Context: an optimization exercise on an open-source flow, tuned for a short achievable clock period and few clock cycles. The choices shown serve that exercise and are no tape-out recipe.
Only simulation tests tie the RTL to the original design; equivalence was not proved.
Power is estimated from default activity; no workload was simulated.

--- flow/run.sh ---
#!/bin/bash
# synth_recipe.tcl (not shown) runs the flow's synth.tcl, then flattens the netlist and writes it again
# the make line also repeats each setting of config.mk as NAME=value (left out here)
make -C /OpenROAD-flow-scripts/flow DESIGN_CONFIG=/design/flow/config.mk WORK_HOME=/design/flow/orfs CLKGATE_MAP_FILE= SYNTH_SCRIPT=/design/flow/synth_recipe.tcl finish
--- flow/config.mk ---
export PLATFORM = sky130hd
export DESIGN_NAME = rv_core_top
export DESIGN_NICKNAME = rv_core_top
export VERILOG_FILES = /design/flow/design.v
export SDC_FILE = /design/flow/constraint.sdc
export NUM_CORES = 4
export LEC_CHECK = 0
export CAP_MARGIN = 20
export CORE_MARGIN = 2
export CORE_UTILIZATION = 38
export PLACE_DENSITY = 0.6
export SETUP_SLACK_MARGIN = 3.8
export SLEW_MARGIN = 20
--- flow/constraint.sdc ---
create_clock -name core_clock -period 7.0 [get_ports {clk}]
set_input_delay 1.4000 -clock core_clock [delete_from_list [all_inputs] [get_ports {clk}]]
set_output_delay 1.4000 -clock core_clock [all_outputs]
set_load 0.01 [all_outputs]
--- flow/design.v ---
`default_nettype none
package rv_pkg;
    localparam int XLEN   = 32;
    localparam int REG_AW = 5;
    typedef logic [XLEN-1:0]   word_t;
    typedef logic [REG_AW-1:0] reg_addr_t;
    typedef struct packed {
        logic      valid;
        reg_addr_t rd;
        word_t     data;
    } retire_t;
endpackage
`default_nettype wire
`timescale 1ns/1ps
`default_nettype none
module rv_ks_add #(
    parameter int W = 32
) (
    input  wire [W-1:0] a,
    input  wire [W-1:0] b,
    input  wire         cin,
    output wire [W-1:0] s,
    output wire         cout
);
    localparam int L = $clog2(W);
    logic [W-1:0] p;
    logic [W-1:0] g [L+1];
    logic [W-1:0] t [L+1];
    always_comb begin
        p    = a ^ b;
        g[0] = a & b;
        t[0] = p;
        g[0][0] = (a[0] & b[0]) | (p[0] & cin);
        for (int l = 0; l < L; l++) begin
            for (int i = 0; i < W; i++) begin
                if (i >= (1 << l)) begin
                    g[l+1][i] = g[l][i] | (t[l][i] & g[l][i-(1<<l)]);
                    t[l+1][i] = t[l][i] & t[l][i-(1<<l)];
                end else begin
                    g[l+1][i] = g[l][i];
                    t[l+1][i] = t[l][i];
                end
            end
        end
    end
    assign s    = p ^ {g[L][W-2:0], cin};
    assign cout = g[L][W-1];
endmodule
`default_nettype wire
`timescale 1ns/1ps
`default_nettype none
module rv_core #(
    parameter logic [31:0] RESET_PC   = '0,
    parameter int    DMEM_WORDS = 64
) (
    input  wire     clk,
    input  wire     arst_n_i,
    output rv_pkg::word_t   imem_addr_o,
    input  rv_pkg::word_t   imem_rdata_i,
    output rv_pkg::retire_t retire_o
);
    localparam int DMEM_AW = $clog2(DMEM_WORDS);
    localparam int BTB_AW  = 4;
    localparam int BTB_N   = 1 << BTB_AW;
    localparam int TAG_LO  = 2 + BTB_AW;
    logic [31:2] pc_q;
    logic [BTB_N-1:0]   btb_v;
    logic [31:TAG_LO]   btb_tag [BTB_N];
    logic [31:2]        btb_tgt [BTB_N];
    logic [1:0]         btb_cnt [BTB_N];
    logic        d_valid;
    logic [31:2] d_pc;
    logic [31:0] d_ins;
    logic [31:0] d_rf_a, d_rf_b;        
    logic [31:2] d_tgt, d_pc4;          
    logic [5:0]  d_cls;                 
    logic        d_hit;
    logic        d_ptaken;
    logic        e1_valid;
    logic        e1_wen;
    logic [4:0]  e1_rd;
    logic [31:0] e1_a, e1_b;
    logic        e1_fa1, e1_fb1;      
    logic        e1_fa2, e1_fb2;      
    logic        e1_sub, e1_arith, e1_xor, e1_or, e1_and, e1_slt;
    logic        e1_v_ee, e1_v_xe, e1_v_ex, e1_v_xx;    
    logic [DMEM_WORDS-1:0] e1_mld, e1_mst;
    logic        e1_branch, e1_bne, e1_pred;
    logic [31:2] e1_alt, e1_tgt, e1_pc;
    logic        x1_valid;
    logic        x1_wen;
    logic [4:0]  x1_rd;
    logic [15:0] x1_lo;
    logic        x1_c;
    logic [15:0] x1_ahi, x1_bhi;
    logic [15:0] x1_sdlo;             
    logic        x1_fa, x1_fb;        
    logic        x1_sub, x1_arith, x1_xor, x1_or, x1_and, x1_slt;
    logic        x1_v_ee, x1_v_we, x1_v_ew, x1_v_ww;    
    logic [DMEM_WORDS-1:0] x1_mld, x1_mst;
    logic        x1_eqlo;
    logic        x1_branch, x1_bne, x1_pred;
    logic [31:2] x1_alt, x1_tgt, x1_pc;
    logic        w_valid;
    logic [4:0]  w_rd;
    logic [31:0] w_data;
    logic        z_valid;
    logic [4:0]  z_rd;
    logic [31:0] z_data;
    logic        u_valid;
    logic        u_taken;
    logic        u_hit;
    logic [31:2] u_pc, u_tgt;
    logic [31:0] regs [1:31];
    logic [15:0] dmem_lo [DMEM_WORDS];
    logic [15:0] dmem_hi [DMEM_WORDS];
    assign imem_addr_o = {pc_q, 2'b00};
    logic [BTB_N-1:0] f_match;
    logic             f_hit, f_taken;
    logic [31:2]      f_btgt, f_next;
    always_comb begin
        f_btgt = '0;
        for (int i = 0; i < BTB_N; i++) begin
            f_match[i] = btb_v[i] && (pc_q[TAG_LO-1:2] == i[BTB_AW-1:0])
                         && (btb_tag[i] == pc_q[31:TAG_LO]);
            f_btgt = f_btgt | ({30{f_match[i]}} & btb_tgt[i]);
        end
    end
    assign f_hit   = |f_match;
    assign f_taken = |(f_match & {btb_cnt[15][1], btb_cnt[14][1], btb_cnt[13][1], btb_cnt[12][1],
                                  btb_cnt[11][1], btb_cnt[10][1], btb_cnt[9][1],  btb_cnt[8][1],
                                  btb_cnt[7][1],  btb_cnt[6][1],  btb_cnt[5][1],  btb_cnt[4][1],
                                  btb_cnt[3][1],  btb_cnt[2][1],  btb_cnt[1][1],  btb_cnt[0][1]});
    assign f_next  = f_taken ? f_btgt : pc_q + 30'd1;
    logic [31:0] f_rs1_oh, f_rs2_oh;
    logic [5:0]  f_cls;
    always_comb begin
        f_rs1_oh = '0;
        f_rs2_oh = '0;
        f_rs1_oh[imem_rdata_i[19:15]] = 1'b1;
        f_rs2_oh[imem_rdata_i[24:20]] = 1'b1;
        f_rs1_oh[0] = 1'b0;
        f_rs2_oh[0] = 1'b0;
    end
    logic [31:0] f_rf_a, f_rf_b;
    always_comb begin
        f_rf_a = '0;
        f_rf_b = '0;
        for (int i = 1; i < 32; i++) begin
            f_rf_a = f_rf_a | ({32{f_rs1_oh[i]}} & regs[i]);
            f_rf_b = f_rf_b | ({32{f_rs2_oh[i]}} & regs[i]);
        end
    end
    logic [31:2] f_tgt;
    assign f_tgt = f_cls[1] ? pc_q + {{12{imem_rdata_i[31]}}, imem_rdata_i[19:12], imem_rdata_i[20],
                                      imem_rdata_i[30:22]}
                            : pc_q + {{20{imem_rdata_i[31]}}, imem_rdata_i[7], imem_rdata_i[30:25],
                                      imem_rdata_i[11:9]};
    assign f_cls[0] =  imem_rdata_i[6] & ~imem_rdata_i[2];                       
    assign f_cls[1] =  imem_rdata_i[6] &  imem_rdata_i[2];                       
    assign f_cls[2] = ~imem_rdata_i[6] &  imem_rdata_i[5] &  imem_rdata_i[4];    
    assign f_cls[3] = ~imem_rdata_i[6] & ~imem_rdata_i[5] &  imem_rdata_i[4];    
    assign f_cls[4] = ~imem_rdata_i[6] & ~imem_rdata_i[5] & ~imem_rdata_i[4];    
    assign f_cls[5] = ~imem_rdata_i[6] &  imem_rdata_i[5] & ~imem_rdata_i[4];    
    logic [31:0] ins;
    assign ins = d_ins;
    logic [4:0] d_rs1, d_rs2, d_rd;
    logic [2:0] d_f3;
    logic       d_is_op, d_is_imm, d_is_load, d_is_store, d_is_branch, d_is_jal;
    assign d_rs1 = ins[19:15];
    assign d_rs2 = ins[24:20];
    assign d_rd  = ins[11:7];
    assign d_f3  = ins[14:12];
    assign d_is_branch = d_cls[0];
    assign d_is_jal    = d_cls[1];
    assign d_is_op     = d_cls[2];
    assign d_is_imm    = d_cls[3];
    assign d_is_load   = d_cls[4];
    assign d_is_store  = d_cls[5];
    logic d_alu, d_uses_rs1, d_uses_rs2, d_regwrite, d_subop;
    assign d_alu      = d_is_op | d_is_imm;
    assign d_uses_rs1 = ~d_is_jal;
    assign d_uses_rs2 = d_is_op | d_is_store | d_is_branch;
    assign d_regwrite = d_is_op | d_is_imm | d_is_load | d_is_jal;
    assign d_subop    = (d_is_op & (d_f3 == 3'b000) & ins[30]) | (d_alu & (d_f3 == 3'b010));
    logic [31:0] d_imm_i;
    logic [7:0]  d_off;
    assign d_imm_i = {{20{ins[31]}}, ins[31:20]};
    assign d_off   = d_is_store ? {ins[27:25], ins[11:7]} : ins[27:20];
    logic d_pred, d_need_taken, d_redir;
    logic [31:2] d_redir_pc;
    assign d_pred       = d_hit ? d_ptaken : ins[31];
    assign d_need_taken = d_is_jal | (d_is_branch & d_pred);
    assign d_redir      = d_need_taken ^ d_ptaken;
    assign d_redir_pc   = d_need_taken ? d_tgt : d_pc4;
    logic d_m1a, d_m2a, d_m3a, d_m4a, d_m1b, d_m2b, d_m3b, d_m4b;
    assign d_m4a = z_valid && (z_rd  == d_rs1);
    assign d_m4b = z_valid && (z_rd  == d_rs2);
    assign d_m1a = e1_wen  && (e1_rd == d_rs1);
    assign d_m2a = x1_wen  && (x1_rd == d_rs1);
    assign d_m3a = w_valid && (w_rd  == d_rs1);
    assign d_m1b = e1_wen  && (e1_rd == d_rs2);
    assign d_m2b = x1_wen  && (x1_rd == d_rs2);
    assign d_m3b = w_valid && (w_rd  == d_rs2);
    logic [31:0] d_a, d_b;
    assign d_a[15:0]  = d_m2a ? x1_lo : d_m3a ? w_data[15:0] : d_m4a ? z_data[15:0] : d_rf_a[15:0];
    assign d_a[31:16] = d_m3a ? w_data[31:16] : d_m4a ? z_data[31:16] : d_rf_a[31:16];
    assign d_b[15:0]  = d_m2b ? x1_lo : d_m3b ? w_data[15:0] : d_m4b ? z_data[15:0] : d_rf_b[15:0];
    assign d_b[31:16] = d_m3b ? w_data[31:16] : d_m4b ? z_data[31:16] : d_rf_b[31:16];
    logic d_stall;
    assign d_stall = d_valid & (((d_is_load | d_is_store) & d_m1a)
                              | (d_uses_rs1 & d_m1a & e1_slt)
                              | (d_uses_rs2 & d_m1b & e1_slt)
                              | (d_uses_rs1 & ~d_m1a & d_m2a & x1_slt)
                              | (d_uses_rs2 & ~d_m1b & d_m2b & x1_slt));
    logic [7:0] m_p, m_g, m_o;
    logic       m_c2;
    assign m_p  = d_a[7:0] ^ d_off;
    assign m_g  = d_a[7:0] & d_off;
    assign m_o  = d_a[7:0] | d_off;
    assign m_c2 = m_g[1] | (m_o[1] & m_g[0]);
    logic [DMEM_WORDS-1:0] d_match;
    always_comb begin
        for (int k = 0; k < DMEM_WORDS; k++) begin
            logic ok;
            ok = ((m_p[2] ^ k[0]) == m_c2);
            for (int i = 2; i < DMEM_AW + 1; i++) begin
                ok = ok & ((m_g[i] | (m_o[i] & ~k[i-2])) == (m_p[i+1] ^ k[i-1]));
            end
            d_match[k] = ok;
        end
    end
    logic [15:0] y_a, y_b, y_xb, y_ld, y_lo;
    logic [15:0] y_s_ee, y_s_xe, y_s_ex, y_s_xx, y_sum;
    logic        y_c_ee, y_c_xe, y_c_ex, y_c_xx, y_c;
    assign y_a  = e1_fa1 ? x1_lo : e1_a[15:0];
    assign y_b  = e1_fb1 ? x1_lo : e1_b[15:0];
    assign y_xb = x1_lo ^ {16{e1_sub}};
    rv_ks_add #(.W(16)) u_lo_ee (.a(e1_a[15:0]), .b(e1_b[15:0]), .cin(e1_sub), .s(y_s_ee), .cout(y_c_ee));
    rv_ks_add #(.W(16)) u_lo_xe (.a(x1_lo),      .b(e1_b[15:0]), .cin(e1_sub), .s(y_s_xe), .cout(y_c_xe));
    rv_ks_add #(.W(16)) u_lo_ex (.a(e1_a[15:0]), .b(y_xb),       .cin(e1_sub), .s(y_s_ex), .cout(y_c_ex));
    rv_ks_add #(.W(16)) u_lo_xx (.a(x1_lo),      .b(y_xb),       .cin(e1_sub), .s(y_s_xx), .cout(y_c_xx));
    assign y_sum = ({16{e1_v_ee}} & y_s_ee) | ({16{e1_v_xe}} & y_s_xe)
                 | ({16{e1_v_ex}} & y_s_ex) | ({16{e1_v_xx}} & y_s_xx);
    assign y_c   = (e1_v_ee & y_c_ee) | (e1_v_xe & y_c_xe) | (e1_v_ex & y_c_ex) | (e1_v_xx & y_c_xx);
    logic y_eq;
    assign y_eq = (e1_v_ee & (e1_a[15:0] == e1_b[15:0])) | (e1_v_xe & (x1_lo == e1_b[15:0]))
                | (e1_v_ex & (e1_a[15:0] == x1_lo))      |  e1_v_xx;
    logic [15:0] y_mem;
    logic        y_fwd;
    always_comb begin
        y_mem = '0;
        for (int k = 0; k < DMEM_WORDS; k++) begin
            y_mem = y_mem | ({16{e1_mld[k]}} & dmem_lo[k]);
        end
    end
    assign y_fwd = x1_valid & |(e1_mld & x1_mst);
    assign y_ld  = y_fwd ? x1_sdlo : y_mem;
    assign y_lo = ({16{e1_arith}} & y_sum)
                | ({16{e1_xor}}   & (y_a ^ y_b))
                | ({16{e1_or}}    & (y_a | y_b))
                | ({16{e1_and}}   & (y_a & y_b))
                | y_ld;
    logic [15:0] w_hi, z_a, z_b, z_wb, z_ld, z_hi, z_lo;
    logic [15:0] z_s_ee, z_s_we, z_s_ew, z_s_ww, z_sum;
    logic [3:0]  z_co_unused;
    logic        z_slt;
    assign w_hi = w_data[31:16];
    assign z_a  = x1_fa ? w_hi : x1_ahi;
    assign z_b  = x1_fb ? w_hi : x1_bhi;
    assign z_wb = w_hi ^ {16{x1_sub}};
    rv_ks_add #(.W(16)) u_hi_ee (.a(x1_ahi), .b(x1_bhi), .cin(x1_c), .s(z_s_ee), .cout(z_co_unused[0]));
    rv_ks_add #(.W(16)) u_hi_we (.a(w_hi),   .b(x1_bhi), .cin(x1_c), .s(z_s_we), .cout(z_co_unused[1]));
    rv_ks_add #(.W(16)) u_hi_ew (.a(x1_ahi), .b(z_wb),   .cin(x1_c), .s(z_s_ew), .cout(z_co_unused[2]));
    rv_ks_add #(.W(16)) u_hi_ww (.a(w_hi),   .b(z_wb),   .cin(x1_c), .s(z_s_ww), .cout(z_co_unused[3]));
    assign z_sum = ({16{x1_v_ee}} & z_s_ee) | ({16{x1_v_we}} & z_s_we)
                 | ({16{x1_v_ew}} & z_s_ew) | ({16{x1_v_ww}} & z_s_ww);
    assign z_slt = (x1_v_ee & ((x1_ahi[15] ^ ~x1_bhi[15]) ? x1_ahi[15] : z_s_ee[15]))
                 | (x1_v_we & ((w_hi[15]   ^ ~x1_bhi[15]) ? w_hi[15]   : z_s_we[15]))
                 | (x1_v_ew & ((x1_ahi[15] ^  w_hi[15])   ? x1_ahi[15] : z_s_ew[15]));
    always_comb begin
        z_ld = '0;
        for (int k = 0; k < DMEM_WORDS; k++) begin
            z_ld = z_ld | ({16{x1_mld[k]}} & dmem_hi[k]);
        end
    end
    assign z_hi = ({16{x1_arith}} & z_sum)
                | ({16{x1_xor}}   & (z_a ^ z_b))
                | ({16{x1_or}}    & (z_a | z_b))
                | ({16{x1_and}}   & (z_a & z_b))
                | z_ld;
    assign z_lo = x1_slt ? {15'd0, z_slt} : x1_lo;
    logic z_taken, z_mispred;
    logic z_eq;
    assign z_eq = (x1_v_ee & (x1_ahi == x1_bhi)) | (x1_v_we & (w_hi == x1_bhi))
                | (x1_v_ew & (x1_ahi == w_hi))   |  x1_v_ww;
    assign z_taken   = (x1_eqlo & z_eq) ^ x1_bne;
    assign z_mispred = x1_valid & x1_branch & (z_taken ^ x1_pred);
    logic d_go;       
    assign d_go = d_valid & ~d_stall & ~z_mispred;
    logic [31:2] pc_n;
    assign pc_n = d_stall ? pc_q : (d_valid & d_redir) ? d_redir_pc : f_next;
    always_ff @(posedge clk or negedge arst_n_i) begin
        if (!arst_n_i) begin
            pc_q <= RESET_PC[31:2];
        end else begin
            pc_q <= z_mispred ? x1_alt : pc_n;
        end
    end
    always_ff @(posedge clk or negedge arst_n_i) begin
        if (!arst_n_i) begin
            d_valid <= 1'b0;
        end else if (z_mispred) begin
            d_valid <= 1'b0;
        end else if (d_stall) begin
            d_valid <= d_valid;
        end else begin
            d_valid <= ~(d_valid & d_redir);
        end
    end
    always_ff @(posedge clk) begin
        if (!d_stall) begin
            d_pc     <= pc_q;
            d_ins    <= imem_rdata_i;
            d_cls    <= f_cls;
            d_tgt    <= f_tgt;
            d_pc4    <= pc_q + 30'd1;
            d_hit    <= f_hit;
            d_ptaken <= f_taken;
        end
    end
    always_ff @(posedge clk) begin
        if (!d_stall) begin
            d_rf_a <= f_rf_a;
            d_rf_b <= f_rf_b;
        end else begin
            if (d_m4a) d_rf_a <= z_data;
            if (d_m4b) d_rf_b <= z_data;
        end
    end
    always_ff @(posedge clk or negedge arst_n_i) begin
        if (!arst_n_i) begin
            e1_valid  <= 1'b0;
            e1_wen    <= 1'b0;
            e1_branch <= 1'b0;
            e1_slt    <= 1'b0;
        end else begin
            e1_valid  <= d_go;
            e1_wen    <= d_go & d_regwrite & (d_rd != 5'd0);
            e1_branch <= d_go & d_is_branch;
            e1_slt    <= d_go & d_alu & (d_f3 == 3'b010);
        end
    end
    always_ff @(posedge clk) begin
        e1_rd    <= d_rd;
        e1_mld   <= d_match & {DMEM_WORDS{d_is_load}};
        e1_mst   <= d_match & {DMEM_WORDS{d_is_store}};
        e1_a     <= d_is_jal ? 32'd0 : d_a;
        e1_b     <= (d_is_jal ? {d_pc4, 2'b00} : (d_is_imm | d_is_load) ? d_imm_i : d_b) ^ {32{d_subop}};
        e1_fa1   <= d_uses_rs1 & d_m1a;
        e1_fa2   <= d_uses_rs1 & ~d_m1a & d_m2a;
        e1_fb1   <= d_uses_rs2 & d_m1b;
        e1_fb2   <= d_uses_rs2 & ~d_m1b & d_m2b;
        e1_sub   <= d_subop;
        e1_v_ee  <= ~(d_uses_rs1 & d_m1a) & ~(d_uses_rs2 & d_m1b);
        e1_v_xe  <=  (d_uses_rs1 & d_m1a) & ~(d_uses_rs2 & d_m1b);
        e1_v_ex  <= ~(d_uses_rs1 & d_m1a) &  (d_uses_rs2 & d_m1b);
        e1_v_xx  <=  (d_uses_rs1 & d_m1a) &  (d_uses_rs2 & d_m1b);
        e1_arith <= d_is_jal | (d_alu & (d_f3 == 3'b000));
        e1_xor   <= d_alu & (d_f3 == 3'b100);
        e1_or    <= d_alu & (d_f3 == 3'b110);
        e1_and   <= d_alu & (d_f3 == 3'b111);
        e1_bne   <= d_f3[0];
        e1_pred  <= d_pred;
        e1_alt   <= d_pred ? d_pc4 : d_tgt;
        e1_tgt   <= d_tgt;
        e1_pc    <= d_pc;
    end
    always_ff @(posedge clk or negedge arst_n_i) begin
        if (!arst_n_i) begin
            x1_valid  <= 1'b0;
            x1_wen    <= 1'b0;
            x1_branch <= 1'b0;
            x1_slt    <= 1'b0;
        end else begin
            x1_valid  <= e1_valid & ~z_mispred;
            x1_wen    <= e1_wen & ~z_mispred;
            x1_branch <= e1_branch & ~z_mispred;
            x1_slt    <= e1_slt & ~z_mispred;
        end
    end
    always_ff @(posedge clk) begin
        x1_rd    <= e1_rd;
        x1_mld   <= e1_mld;
        x1_mst   <= e1_mst;
        x1_sdlo  <= y_b;
        x1_lo    <= y_lo;
        x1_c     <= y_c;
        x1_ahi   <= e1_fa2 ? w_data[31:16] : e1_a[31:16];
        x1_bhi   <= e1_fb2 ? (w_data[31:16] ^ {16{e1_sub}}) : e1_b[31:16];
        x1_v_ee  <= ~e1_fa1 & ~e1_fb1;
        x1_v_we  <=  e1_fa1 & ~e1_fb1;
        x1_v_ew  <= ~e1_fa1 &  e1_fb1;
        x1_v_ww  <=  e1_fa1 &  e1_fb1;
        x1_fa    <= e1_fa1;
        x1_fb    <= e1_fb1;
        x1_sub   <= e1_sub;
        x1_arith <= e1_arith;
        x1_xor   <= e1_xor;
        x1_or    <= e1_or;
        x1_and   <= e1_and;
        x1_eqlo  <= y_eq;
        x1_bne   <= e1_bne;
        x1_pred  <= e1_pred;
        x1_alt   <= e1_alt;
        x1_tgt   <= e1_tgt;
        x1_pc    <= e1_pc;
    end
    always_ff @(posedge clk or negedge arst_n_i) begin
        if (!arst_n_i) begin
            w_valid <= 1'b0;
            z_valid <= 1'b0;
            u_valid <= 1'b0;
        end else begin
            w_valid <= x1_wen;
            z_valid <= w_valid;
            u_valid <= x1_valid & x1_branch;
        end
    end
    always_ff @(posedge clk) begin
        w_rd    <= x1_rd;
        z_rd    <= w_rd;
        z_data  <= w_data;
        w_data  <= {z_hi, z_lo};
        u_taken <= z_taken;
        u_hit   <= x1_hit;
        u_pc    <= x1_pc;
        u_tgt   <= x1_tgt;
    end
    always_ff @(posedge clk) begin
        for (int k = 0; k < DMEM_WORDS; k++) begin
            if (x1_valid && x1_mst[k]) begin
                dmem_lo[k] <= x1_sdlo;
                dmem_hi[k] <= z_b;
            end
        end
    end
    always_ff @(posedge clk or negedge arst_n_i) begin
        if (!arst_n_i) begin
            for (int i = 1; i < 32; i++) begin
                regs[i] <= '0;
            end
        end else if (w_valid) begin
            regs[w_rd] <= w_data;
        end
    end
    logic [BTB_AW-1:0] u_ix, d_ix, x1_ix;
    logic              x1_hit, d_ins_btb, d_drop_btb;
    assign x1_ix      = x1_pc[TAG_LO-1:2];
    assign x1_hit     = btb_v[x1_ix] && (btb_tag[x1_ix] == x1_pc[31:TAG_LO]);
    assign u_ix       = u_pc[TAG_LO-1:2];
    assign d_ix       = d_pc[TAG_LO-1:2];
    assign d_ins_btb  = d_valid & d_redir & d_need_taken;
    assign d_drop_btb = d_valid & d_redir & ~d_need_taken;
    always_ff @(posedge clk or negedge arst_n_i) begin
        if (!arst_n_i) begin
            btb_v <= '0;
        end else begin
            if (u_valid && (u_hit || u_taken)) begin
                btb_v[u_ix] <= 1'b1;
            end
            if (d_ins_btb) begin
                btb_v[d_ix] <= 1'b1;
            end else if (d_drop_btb) begin
                btb_v[d_ix] <= 1'b0;
            end
        end
    end
    always_ff @(posedge clk) begin
        if (u_valid) begin
            if (u_hit) begin
                if (u_taken && btb_cnt[u_ix] != 2'b11) begin
                    btb_cnt[u_ix] <= btb_cnt[u_ix] + 2'd1;
                end else if (!u_taken && btb_cnt[u_ix] != 2'b00) begin
                    btb_cnt[u_ix] <= btb_cnt[u_ix] - 2'd1;
                end
            end else if (u_taken) begin
                btb_tag[u_ix] <= u_pc[31:TAG_LO];
                btb_tgt[u_ix] <= u_tgt;
                btb_cnt[u_ix] <= 2'b10;
            end
        end
        if (d_ins_btb) begin
            btb_tag[d_ix] <= d_pc[31:TAG_LO];
            btb_tgt[d_ix] <= d_tgt;
            btb_cnt[d_ix] <= d_is_jal ? 2'b11 : 2'b10;
        end
    end
    assign retire_o.valid = w_valid;
    assign retire_o.rd    = w_rd;
    assign retire_o.data  = w_data;
endmodule
`default_nettype wire
`timescale 1ns/1ps
`default_nettype none
module rv_core_top (
    input  wire        clk,
    input  wire        arst_n_i,
    output wire [31:0] imem_addr_o,
    input  wire [31:0] imem_rdata_i,
    output wire        retire_valid_o,
    output wire [4:0]  retire_rd_o,
    output wire [31:0] retire_data_o
);
    rv_pkg::retire_t retire;
    rv_core u_core (
        .clk(clk),
        .arst_n_i(arst_n_i),
        .imem_addr_o(imem_addr_o),
        .imem_rdata_i(imem_rdata_i),
        .retire_o(retire)
    );
    assign retire_valid_o = retire.valid;
    assign retire_rd_o    = retire.rd;
    assign retire_data_o  = retire.data;
endmodule
`default_nettype wire
==> results of run 1 <==
registers in the layout, indices dropped and copies added, names as in the netlist, 32 cells and up:
name            cells
u_core.x1_mld      64
u_core.z_data      32
u_core.e1_b        32
u_core.btb_cnt     32
u_core.e1_a        32
u_core.x1_mst      64
u_core.btb_tag    416
u_core.d_rf_b      32
u_core.dmem_lo   1024
u_core.regs       992
u_core.e1_mst      64
u_core.w_data      32
u_core.btb_tgt    480
u_core.e1_mld      64
u_core.d_rf_a      32
u_core.dmem_hi   1024
cell families after synthesis:
logic type | after synthesis | synth area share [%]
other | 1 | 0.00175
flip-flops | 4953 | 63.4
XOR/XNOR | 772 | 3.16
AO/OA/AOI/OAI | 3225 | 11.6
adder cells (fa/ha/maj) | 257 | 1.55
buffers and inverters | 1463 | 2.71
multiplexers | 2220 | 12.3
AND/OR/NAND/NOR | 2241 | 5.29
power by group:
part / internal [uW] / switching, uW / total (uW)
logic: 11300 / 14900 / 26100
registers: 36100 / 5040 / 41200
clock network: 16700 / 12600 / 29300
total: 64100 / 32500 / 96600
per-stage QoR:
| step | util, % | total power, uW | worst slack, ns | instance area, sq um |
|---|---|---|---|---|
| floorplan | - | 51800 | 2.94 | 217000 |
| global placement | 40.4 | 59800 | 0.994 | 227000 |
| detailed placement | 40.4 | 60100 | 0.985 | 227000 |
| CTS | 46.2 | 93900 | 3.45 | 259000 |
| global route | 47.2 | 98600 | 3.34 | 265000 |
| finish | 47.2 | 96600 | 3.29 | 265000 |
metal layers:
| layer | vias to the layer above | GRT usage, % | wire length (um) |
|---|---|---|---|
| met1 | 82700 | 42.2 | 344000 |
| met3 | 3411 | 9.80 | 144000 |
| met5 | - | 0 | 307 |
| met4 | 38 | 20.6 | 80200 |
| met2 | 14800 | 46.4 | 403000 |
| li1 | 61500 | - | - |
timing repair:
action,in CTS,in global routing
cloned,103,25
setup endpoints to repair,2459,573
pin swaps,283,308
setup buffers,619,256
resized for setup,1735,554
placed cells by master (no fill, tap or decap), types with 68 or more instances in the layout:
cell type | synthesis | layout
nand2_1 | 583 | 528
buf_6 | 9 | 198
nor4_1 | 209 | 90
a221oi_1 | 628 | 502
xnor2_1 | 282 | 250
and2_2 | 0 | 68
edfxtp_1 | 3147 | 3147
mux2i_1 | 214 | 173
clkbuf_16 | 0 | 582
ha_1 | 241 | 185
a22oi_1 | 973 | 942
nand4_1 | 314 | 314
nor3_1 | 225 | 112
a221oi_2 | 0 | 112
buf_12 | 0 | 221
clkbuf_1 | 968 | 130
xor2_2 | 0 | 73
a22o_1 | 552 | 552
nand3_1 | 262 | 229
buf_4 | 16 | 1027
mux2_2 | 1861 | 1857
nor2_1 | 336 | 257
dfxtp_1 | 756 | 650
nor3_2 | 0 | 79
clkinv_1 | 3 | 68
clkinv_2 | 0 | 80
a21oi_1 | 296 | 238
dfrtp_1 | 1050 | 1019
mux4_2 | 145 | 145
inv_1 | 176 | 156
o21ai_0 | 217 | 179
xor2_1 | 489 | 385
nor4_4 | 0 | 84
a222oi_1 | 115 | 115
nor2_4 | 0 | 75
layout make-up:
| type | instances | area (sq um) | share of cell area, % |
|---|---|---|---|
| sequential | 4953 | 136000 | 51.4 |
| multi-input combinational | 8746 | 81800 | 30.9 |
| timing repair buffer | 1641 | 18700 | 7.04 |
| clock buffer | 748 | 15300 | 5.78 |
| tap | 7479 | 9360 | 3.53 |
| clock inverter | 244 | 2580 | 0.974 |
| inverter | 180 | 803 | 0.303 |
| antenna | 35 | 87.6 | 0.0331 |
| timing repair inverter | 8 | 51.3 | 0.0194 |
worst min-delay path by stage:
stage                           start           endpoint  slack (ns)  cells past startpoint
floorplan           u_core.x1_tgt[10]   u_core.u_tgt[10]        0.31                      0
global placement     u_core.e1_tgt[3]   u_core.x1_tgt[3]        0.31                      0
detailed placement  u_core.x1_tgt[12]   u_core.u_tgt[12]        0.31                      0
CTS                 u_core.e1_mst[40]  u_core.x1_mst[40]        0.32                      0
global route        u_core.e1_mst[46]  u_core.x1_mst[46]        0.32                      0
finish              u_core.e1_mst[46]  u_core.x1_mst[46]        0.31                      0
critical path, stage by stage, from the launching register on:
cell and delay, ns:
dfrtp_4 0.57, buf_4 0.21, xor2_1 0.57, nor4_1 0.13
nand2_2 0.16, nor4_4 0.06, buf_4 0.19, buf_16 0.20
a22o_1 0.26, a221oi_1 0.25, nand4_1 0.50, mux2i_1 0.34
o221ai_1 0.13
==> run_results.csv, run 1 <==
group,metric,value,unit
clock_network,clk_path_buf_depth,4,
flow_run,timing.max_cap.violations,0,
global_route,via_count_of_the_first_global_routing_pass,149000,
synth,fraction_of_registers_with_async_set_reset,21.2,%
synth,yosys.area.top_type,"edfxtp_1",
worst_hold_path,min_path_type,"reg2reg",
synth,yosys_register_bits,4953,
floorplanning,floorplan.initialDensity,38.2,%
timing,timing.final.setup_violations,0,
timing,setup-tns-final,0,ns
clock_network,clock_tree_root_buffer_cell,"clkbuf_16",
floorplanning,fp.dieArea,0.570,sq mm
synth,post_synth_inst_count,15100,
worst_setup_path,r2r-start,"u_core.pc_q[7]",
finish,instances_no_fill,24000,
worst_setup_path,regToRegEndpoint,"u_core.pc_q[7]",
placed_design,dp.final_hpwl,520000,um
synth,netlist.area_leader.share,44.1,%
finish,area.growth.synth_to_final,23.5,%
synth,synth.lib_cells_used.distinct,97,
timing,skew,0.0872,ns
timing,final-max-slew-violation-count,0,
synth,yosysWarnings,7,
floorplanning,die_w,755,um
worst_setup_path,timing.reg2reg.worst_path_depth,12,
floorplanning,boundaryPins,104,
worst_setup_path,largest_fanout_of_any_net_on_the_critical_path,16,
clock_network,post_cts_hold_buffer_count,0,
clock_network,clkTransAtPathRegs,0.07,ns
power_and_ir_drop,pwr_density_cell,365,mW/mm^2
worst_setup_path,critical_path.startpoint_type,"register",
global_route,globalRoute.totalOverflow,0,
clock_network,clock-sinks,4953,
placed_design,place_congestion,0.989,
worst_setup_path,setup.worst_path.end,"u_core.pc_q[7]",
timing,timing_worst_slew_pin_value,1.28,ns
worst_setup_path,critical_path.endpoint_type,"register",
route,routed_via_density,6.76,
worst_setup_path,timing_worst_setup_path_type,"reg2reg",
synth,synth_flop_cell,"edfxtp_1",
route,drcViolationCount,0,
timing,final_period_minus_worst_setup_slack,3.71,ns
route,detail_route.iter0.violations,33100,
clock_network,insertion_delay,1.13,ns
global_route,grt_start_max_net_pins,143,
placed_design,dpl.cell_count,22000,
clock_network,tritoncts,"built",
timing,hold_violations,0,
synth,avg_cell_area_syn,14.2,sq um
route,drt-wirelength-per-cell,40.4,um
clock_network,cts_buffers,543,
route,vias,162000,
floorplanning,core_region_area,0.562,sq mm
synth,synth_area_leaders,"edfxtp_1 44%, dfrtp_1 12%, mux2_2 9.8%",
global_route,antenna_violations_before_repair,60,
timing,slew_headroom,14.8,%
synth,netlist_top_cells_count,"3147 x edfxtp_1, 1861 x mux2_2, 1050 x dfrtp_1",
clock_network,htree_num_levels,6,
worst_setup_path,worst_setup_path_startpoint,"u_core.pc_q[7]",
timing,final.period_utilization,53.0,%
global_route,globalRouteTotalUtil,32.2,%
timing,fmaxAchievable,0.270,GHz
timing,unrepaired_setup_endpoints_after_global_routing,"yes",
finish,drive_gt1_share,34.7,%
route,drt_pass1_iterations,13,
finish,final.fill_count,48000,
worst_setup_path,crit_arrival,4.69,ns
finish,finish.net_count,16400,
power_and_ir_drop,ir_worst_vdd,0.313,mV
placed_design,io_buf_count,98,
synth,synth_edf_count,3147,
floorplanning,core.rowCount,275,
worst_setup_path,worst-r2r-setup-slack,3.29,ns
route,route.antenna.remaining_nets,0,
synth,synth_sequential_area_ratio,63.4,%
run_status,result_of_the_run,"no timing/DRC/antenna violations",
synth,synth_area,0.214,sq mm
worst_setup_path,cp.required,7.98,ns
route,finalWirelength,971000,um
floorplanning,die_height,755,um
power_and_ir_drop,power.static_leakage,0.0991,uW
global_route,grt_pass1_wl,1280000,um
timing,fin_worst_hold_slack,0.305,ns
synth,yosys.cell_count.top_type,"edfxtp_1",
Testbench counts, summed over its fixed seeds: cycles 83,036.
==> run 2, diff against run 1 <==
--- a/flow/design.v
+++ b/flow/design.v
@@ -195,12 +195,9 @@
     assign d_redir_pc   = d_need_taken ? d_tgt : d_pc4;
     logic d_m1a, d_m2a, d_m3a, d_m4a, d_m1b, d_m2b, d_m3b, d_m4b;
-    assign d_m4a = z_valid && (z_rd  == d_rs1);
-    assign d_m4b = z_valid && (z_rd  == d_rs2);
-    assign d_m1a = e1_wen  && (e1_rd == d_rs1);
-    assign d_m2a = x1_wen  && (x1_rd == d_rs1);
-    assign d_m3a = w_valid && (w_rd  == d_rs1);
-    assign d_m1b = e1_wen  && (e1_rd == d_rs2);
-    assign d_m2b = x1_wen  && (x1_rd == d_rs2);
-    assign d_m3b = w_valid && (w_rd  == d_rs2);
+    logic [4:0] f_rs1, f_rs2;
+    logic       d_wen_next;
+    assign f_rs1      = imem_rdata_i[19:15];
+    assign f_rs2      = imem_rdata_i[24:20];
+    assign d_wen_next = d_valid & d_regwrite & (d_rd != 5'd0);
     logic [31:0] d_a, d_b;
     assign d_a[15:0]  = d_m2a ? x1_lo : d_m3a ? w_data[15:0] : d_m4a ? z_data[15:0] : d_rf_a[15:0];
@@ -330,4 +327,25 @@
         end
     end
+    always_ff @(posedge clk) begin
+        if (!d_stall) begin
+            d_m1a <= d_wen_next && (d_rd  == f_rs1);
+            d_m2a <= e1_wen     && (e1_rd == f_rs1);
+            d_m3a <= x1_wen     && (x1_rd == f_rs1);
+            d_m4a <= w_valid    && (w_rd  == f_rs1);
+            d_m1b <= d_wen_next && (d_rd  == f_rs2);
+            d_m2b <= e1_wen     && (e1_rd == f_rs2);
+            d_m3b <= x1_wen     && (x1_rd == f_rs2);
+            d_m4b <= w_valid    && (w_rd  == f_rs2);
+        end else begin
+            d_m1a <= 1'b0;
+            d_m2a <= d_m1a;
+            d_m3a <= d_m2a;
+            d_m4a <= d_m3a;
+            d_m1b <= 1'b0;
+            d_m2b <= d_m1b;
+            d_m3b <= d_m2b;
+            d_m4b <= d_m3b;
+        end
+    end
     always_ff @(posedge clk) begin
         if (!d_stall) begin
--- a/flow/config.mk
+++ b/flow/config.mk
@@ -8,6 +8,6 @@
 export CAP_MARGIN = 20
 export CORE_MARGIN = 2
-export CORE_UTILIZATION = 38
+export CORE_UTILIZATION = 40
 export PLACE_DENSITY = 0.6
-export SETUP_SLACK_MARGIN = 3.8
+export SETUP_SLACK_MARGIN = 4.0
 export SLEW_MARGIN = 20
==> run_results.csv, run 2 <==
group,metric,value,unit
synth,avg_cell_area_syn,14.1,sq um
finish,drive_gt1_share,34.3,%
global_route,antenna_violations_before_repair,47,
synth,synth_area_leaders,"edfxtp_1 44%, dfrtp_1 12%, mux2_2 9.7%",
timing,hold_violations,0,
floorplanning,die_w,735,um
synth,synth_sequential_area_ratio,63.5,%
clock_network,cts_buffers,525,
clock_network,tritoncts,"built",
route,drt_pass1_iterations,12,
placed_design,io_buf_count,98,
finish,layout_commonest_cell,"edfxtp_1",
flow_run,timing.max_cap.violations,0,
synth,synth_edf_count,3142,
synth,synth_flop_cell,"edfxtp_1",
power_and_ir_drop,power.static_leakage,0.0987,uW
synth,netlist_top_cells_count,"3142 x edfxtp_1, 1844 x mux2_2, 1049 x dfrtp_1",
placed_design,dpl.cell_count,21600,
timing,slew_headroom,14.6,%
clock_network,clk_path_buf_depth,4,
synth,fraction_of_registers_with_async_set_reset,21.2,%
global_route,grt_pass1_wl,1310000,um
finish,final.fill_count,44800,
worst_setup_path,crit_arrival,4.74,ns
clock_network,clock_tree_root_buffer_cell,"clkbuf_16",
timing,final-max-slew-violation-count,0,
timing,timing_worst_slew_pin_value,1.28,ns
clock_network,htree_num_levels,6,
worst_setup_path,setup.worst_path.end,"u_core.pc_q[19]",
timing,fmaxAchievable,0.263,GHz
worst_setup_path,r2r-start,"u_core.pc_q[2]",
route,maxUsedRoutingLayer,"met5",
floorplanning,fp.dieArea,0.541,sq mm
worst_setup_path,largest_fanout_of_any_net_on_the_critical_path,8,
synth,yosys.cell_count.top_type,"edfxtp_1",
clock_network,insertion_delay,1.12,ns
worst_setup_path,timing_worst_setup_path_type,"reg2reg",
worst_setup_path,cp.required,7.93,ns
clock_network,post_cts_hold_buffer_count,0,
timing,unrepaired_setup_endpoints_after_global_routing,"yes",
run_status,result_of_the_run,"no timing/DRC/antenna violations",
synth,synth.lib_cells_used.distinct,98,
global_route,via_count_of_the_first_global_routing_pass,151000,
worst_setup_path,worst-r2r-setup-slack,3.19,ns
route,route.layer.met1.wl,347000,um
synth,yosysWarnings,7,
route,detail_route.iter0.violations,31600,
floorplanning,core_region_area,0.533,sq mm
worst_hold_path,min_path_type,"in2async",
route,vias,163000,
timing,timing.final.setup_violations,0,
floorplanning,core.rowCount,268,
power_and_ir_drop,pwr_density_cell,357,mW/mm^2
timing,skew,0.0732,ns
route,drt-wirelength-per-cell,42.1,um
clock_network,clock-sinks,4950,
route,drcViolationCount,0,
finish,instances_no_fill,23700,
power_and_ir_drop,ir_worst_vdd,0.365,mV
worst_setup_path,worst_setup_path_startpoint,"u_core.pc_q[2]",
finish,finish.net_count,16500,
timing,setup-tns-final,0,ns
worst_setup_path,regToRegEndpoint,"u_core.pc_q[19]",
synth,yosys.area.top_type,"edfxtp_1",
global_route,grt_start_max_net_pins,168,
synth,synth_area,0.214,sq mm
route,routed_via_density,6.88,
synth,post_synth_inst_count,15200,
finish,mostFrequentLayoutCells,"3142 x edfxtp_1, 1842 x mux2_2, 1023 x dfrtp_1",
worst_setup_path,timing.reg2reg.worst_path_depth,13,
worst_setup_path,critical_path.endpoint_type,"register",
floorplanning,die_height,735,um
synth,netlist.area_leader.share,44.1,%
global_route,globalRoute.totalOverflow,0,
timing,final_period_minus_worst_setup_slack,3.81,ns
floorplanning,floorplan.initialDensity,40.2,%
timing,final.period_utilization,54.4,%
finish,largest_registers,"u_core.dmem_hi (1024), u_core.dmem_lo (1024), u_core.regs (992)",
global_route,globalRouteTotalUtil,35.2,%
worst_setup_path,critical_path.startpoint_type,"register",
route,routed-wl-met3,151000,um
route,met2RoutedLength,404000,um
synth,yosys_register_bits,4950,
placed_design,place_congestion,0.954,
clock_network,clkTransAtPathRegs,0.06,ns
placed_design,dp.final_hpwl,522000,um
route,finalWirelength,996000,um
route,route.antenna.remaining_nets,0,
finish,area.growth.synth_to_final,23.3,%
floorplanning,boundaryPins,104,
==> run 2: changes by cell type in the layout (fill, tap and decap cells not counted), moves of 27 or more <==
cell	before	now
nand2_1	528	581
a221oi_2	112	146
buf_12	221	312
nor4_4	84	31
xor2_1	385	412
o21ai_1	16	43
a22oi_2	31	98
nor3_2	79	13
a22oi_1	942	853
nor2_1	257	413
o32a_1	15	48
buf_4	1027	964
==> run 2: logic make-up (layout without fill, tap and decap cells) <==
logic type	after synthesis	in the layout	share of synthesized area, %
AO/OA/AOI/OAI	3242	3242	11.6
flip-flops	4950	4950	63.5
adder cells (fa/ha/maj)	256	256	1.55
other	1	31	0.00175
multiplexers	2192	2192	12.2
AND/OR/NAND/NOR	2313	2346	5.35
buffers and inverters	1438	2859	2.66
XOR/XNOR	769	769	3.15
==> run 2: worst min-delay path by stage <==
stage                 startpoint                  to  slack (ns)
2_1_floorplan  u_core.x1_tgt[10]    u_core.u_tgt[10]        0.31
3_3_place_gp    u_core.e1_tgt[6]    u_core.x1_tgt[6]        0.31
3_5_place_dp    u_core.x1_tgt[6]     u_core.u_tgt[6]        0.31
4_1_cts                 arst_n_i  u_core.regs[5][27]        0.12
5_1_grt                 arst_n_i  u_core.regs[5][27]        0.15
6_report                arst_n_i  u_core.regs[5][27]        0.15
==> run 2: cell type report <==
cell class / count / area (sq um) / share of cell area [%]
inverter: 186 / 808 / 0.306
sequential: 4950 / 136000 / 51.6
antenna: 29 / 72.6 / 0.0275
clock buffer: 734 / 14800 / 5.59
clock inverter: 230 / 2230 / 0.844
timing repair inverter: 10 / 58.8 / 0.0223
tap: 7020 / 8780 / 3.33
multi-input combinational: 8807 / 80200 / 30.4
timing repair buffer: 1699 / 20800 / 7.88
==> run 2: stage by stage <==
stage	utilization, %	area [sq um]	hold WS, ns	total power [uW]	worst slack [ns]
2_1_floorplan	-	216000	0.310	51100	2.65
3_3_place_gp	42.4	226000	0.310	59000	1.07
3_5_place_dp	42.4	226000	0.312	59200	1.06
4_1_cts	48.7	260000	0.120	91800	3.38
5_1_grt	49.5	264000	0.149	96000	3.16
6_report	49.5	264000	0.154	94100	3.19
==> run 2: power breakdown <==
part           internal [uW]  total, uW  switching [uW]
Clock                  15900      28200           12300
Sequential             35900      40700            4760
Combinational          10900      25200           14300
==> run 2: layer usage <==
| layer | GRT usage [%] | vias up |
|---|---|---|
| met4 | 26.4 | 36 |
| met1 | 45.0 | 82700 |
| met2 | 49.0 | 14900 |
| met5 | 0.00882 | - |
| li1 | - | 61500 |
| met3 | 12.1 | 3585 |
==> run 2: worst max-delay path, stage by stage (launching register included) <==
cell and delay [ns]:
dfrtp_1 0.37, buf_12 0.13, ha_4 0.19, nand4b_1 0.36, nor4_4 0.91, nand2_1 0.15, nor4_2 0.20, buf_6 0.23
a22o_1 0.21, a221oi_4 0.09, nand4_4 0.16, buf_12 0.19, mux2i_2 0.28, o221ai_1 0.14
==> run 2: timing repair <==
item | in CTS | in global routing
setup endpoints to repair | 2443 | 1119
buffers inserted | 761 | 183
gates resized for setup | 1892 | 433
gates cloned | 121 | 21
pin swaps | 427 | 361
Testbench counts of run 2, summed over its fixed seeds: cycles 83,036.

==> what the ideal ports hide <==
The flow's constraints put no driver on any port. The routed layouts listed below were extracted and timed again, unchanged, in two steps. Step 1 assumes that a clkbuf_16 drives the clock port and a buf_2 every other input. Step 2, shift: input delay + t, output delay - t, t = (earliest + latest rising clock arrival at the registers) / 2. This alone moves slack from input paths to output paths. a / b / c = no drivers / after step 1 / after step 2; a / b = the first two.
run	t (ns)	slack for setup (ns)	worst setup path at the end	worst register clock-pin slew, ns	cell pins on the clock port's net
run 1	1.214	3.292 / 3.261 / 2.048	input to register	0.07 / 0.07	1
run 2	1.216	3.191 / 3.191 / 2.101	input to register	0.08 / 0.08	1
After both steps every run listed still meets setup and hold. The setup slack of run 1, which loses most, moves by -0.031 ns with the drivers and by -1.244 ns with both steps.
